Background: an optimization exercise with open tools, aiming at small area, a short achievable clock period and few clock cycles per item. Do not read the settings as production practice. In this exercise RTL edits were held to simulation tests only and were not proved equivalent to the original.

== oak ==
## md_iter_unit
module md_iter_unit #(
  parameter int unsigned WIDTH = 32
) (
  input  logic             clk,
  input  logic             rst_n,
  input  logic             start,
  input  logic [2:0]       funct3,
  input  logic [WIDTH-1:0] op1,
  input  logic [WIDTH-1:0] op2,
  input  logic             flush,
  output logic             busy,
  output logic             done,
  output logic [WIDTH-1:0] result,
  output logic             zero
);
  typedef enum logic [2:0] {
    StIdle = 3'd0,
    StPrep = 3'd1,
    StMul  = 3'd2,
    StDiv  = 3'd3,
    StFix  = 3'd4,
    StDone = 3'd5,
    StMfix = 3'd6
  } state_e;
  state_e      state_q, state_d;
  logic [31:0] xr_q, xr_d;       
  logic [35:0] yr_q, yr_d;       
  logic [63:0] acc_q, acc_d;     
  logic [2:0]  f_q, f_d;         
  logic [5:0]  cnt_q, cnt_d;     
  logic        sx_q, sx_d;       
  logic        sy_q, sy_d;       
  logic [5:0]  wx_q, wx_d;       
  logic [5:0]  wy_q, wy_d;
  logic        mx_q, mx_d;       
  logic        my_q, my_d;
  logic        xs_q, xs_d;       
  logic        fix_q, fix_d;     
  logic [5:0]  bc_q, bc_d;       
  logic [1:0]  rsel_q, rsel_d;   
  logic [1:0]  kq_q, kq_d;       
  logic accept;
  assign accept = start && !flush && (state_q == StIdle || state_q == StDone);
  ...
Size: about 3000 cells after synthesis, about 110 I/O pins, about 22000 sq um of cells after synthesis.
Settings: LEC_CHECK=0, CAP_MARGIN=10, CORE_MARGIN=2, CORE_UTILIZATION=40, CTS_BUF_LIST=sky130_fd_sc_hd__clkbuf_4 sky130_fd_sc_hd__clkbuf_8, CTS_CLUSTER_SIZE=30, PLACE_DENSITY=0.6, SLEW_MARGIN=10; clock period 10.5 ns.
standard.sh (not shown) runs the stock make flow with config.mk's settings and CLKGATE_MAP_FILE= SYNTH_SCRIPT=/design/flow/synth_recipe.tcl, a recipe that flattens the netlist after the stock synthesis.
==> flow/flow/run.sh <==
#!/bin/bash
# Standard ORFS layout with two changes in how it is made (clock, constraints and steps stay
# the design's): port buffers use buf_2 rather than the cell buffer_ports picks by default,
# and repair_timing is asked to leave the setup margin in flow/margin.txt.
set -euo pipefail
MARGIN=$(cat flow/margin.txt)
bash standard.sh SETUP_SLACK_MARGIN=$MARGIN \
  "BUFFER_PORTS_ARGS=-buffer_cell sky130_fd_sc_hd__buf_2" finish > flow_standard.log 2>&1
==> flow/flow/margin.txt <==
5.5
Testbench counts of oak, summed over its fixed seeds: cycles 160,991, items 24,000.
--- input diff oak..pine ---
- swapping 10 for 20 in CAP_MARGIN
- clearing CTS_CLUSTER_SIZE, which used to be 30
- clearing CTS_BUF_LIST, which used to be sky130_fd_sc_hd__clkbuf_4 sky130_fd_sc_hd__clkbuf_8
- swapping 10 for 20 in SLEW_MARGIN
==> comparison <==
From oak to pine the numbers moved as follows: detailed-route via count climbed 0.32%; final worst hold slack fell by 12 ps.
met5 as the highest metal layer used by the detailed router was reported by pine, and met4 by oak.
Looking at fraction of final layout cells with drive strength greater than 1 across oak and pine, the one that comes out higher is oak.


Setup of v6:
md_iter_unit, a different RTL version from the one above (not shown whole).
Size: ~2800 cells after synthesis, ~170 flip-flops, roughly 110 I/O pins.
Settings: LEC_CHECK=0, CAP_MARGIN=20, CORE_MARGIN=2, CORE_UTILIZATION=40, PLACE_DENSITY=0.6, SLEW_MARGIN=20; clock period 10.5 ns.
==> flow/flow/run.sh <==
#!/bin/bash
# Standard ORFS layout, with repair_timing asked to leave more setup slack than config.mk
# settings allow (the clock and all constraints stay the design's).
set -euo pipefail
MARGIN=$(cat flow/margin.txt)
bash standard.sh SETUP_SLACK_MARGIN=$MARGIN finish > flow_standard.log 2>&1
==> flow/flow/margin.txt <==
6.5
v6 finished end to end and its layout was clean on timing, DRC and antenna.
Testbench counts of v6, summed over its fixed seeds: cycles 160,991, items 24,000.
The inputs of v7 differ from those of v6 as listed below.
- an added SETUP_SLACK_MARGIN of 5
==> flow/run.sh (new file) <==
#!/bin/bash
# synth_recipe.tcl (not shown) runs the flow's synth.tcl, then flattens the netlist and writes it again
# the make line also repeats each setting of config.mk as NAME=value (left out here)
make -C /OpenROAD-flow-scripts/flow DESIGN_CONFIG=/design/flow/config.mk WORK_HOME=/design/flow/orfs CLKGATE_MAP_FILE= SYNTH_SCRIPT=/design/flow/synth_recipe.tcl finish
removed: flow/flow/run.sh
removed: flow/flow/margin.txt
removed: flow/standard.sh
Results
- v7 went all the way through synthesis, placement and routing and the layout is clean on timing, DRC and antenna.
- v6 → v7: clock network contribution to total cell area went up 0.23 points; area added between synthesis and finish decreased 22 points.
- Taking v6 as the reference, in v7 highest attainable clock frequency went down about 16%, worst-case setup slack after placement went down 170 ps, sum of met2 wire segment lengths after detailed routing went down about 13%, post-place instance area held.
- Status: clock insertion delay at the later pin of the skew report parity (v6, v7)
- For detail-routed net length per standard cell, dividing the value from v6 by the value from v7 gives 1.07.
- [compare] base=v6 new=v7: finished layout cell area shrank by about 17%.

==> static timing again, ports no longer ideal <==
No port has a modelled driver above. Below, the same layouts with a new extraction and two added sets of constraints. Step 1 (the two cells are an assumption about what drives the block):
set clk [get_ports {clk}]
set_driving_cell -lib_cell sky130_fd_sc_hd__clkbuf_16 $clk
set_driving_cell -lib_cell sky130_fd_sc_hd__buf_2 [delete_from_list [all_inputs] $clk]
Step 2 also shifts input and output timing later by t, the mid clock arrival at the registers, as if the neighbouring blocks saw the same clock. Slacks: ideal / step 1 / step 2; pairs: ideal / step 1.
| run | t (ns) | setup slack, ns | worst setup path at the end | pins driven straight from the clock port |
|---|---|---|---|---|
| oak | 0.665 | 5.662 / 5.604 / 5.701 | register to register | 1 |
| pine | 0.570 | 5.520 / 5.461 / 5.762 | register to register | 1 |
| v6 | 0.573 | 6.028 / 5.968 / 5.983 | input to register | 1 |
| v7 | 0.566 | 5.153 / 5.089 / 4.853 | input to register | 1 |
After both steps every run listed still meets setup and hold. The setup slack of v7, which loses most, moves by -0.064 ns with the drivers and by -0.300 ns with both steps.
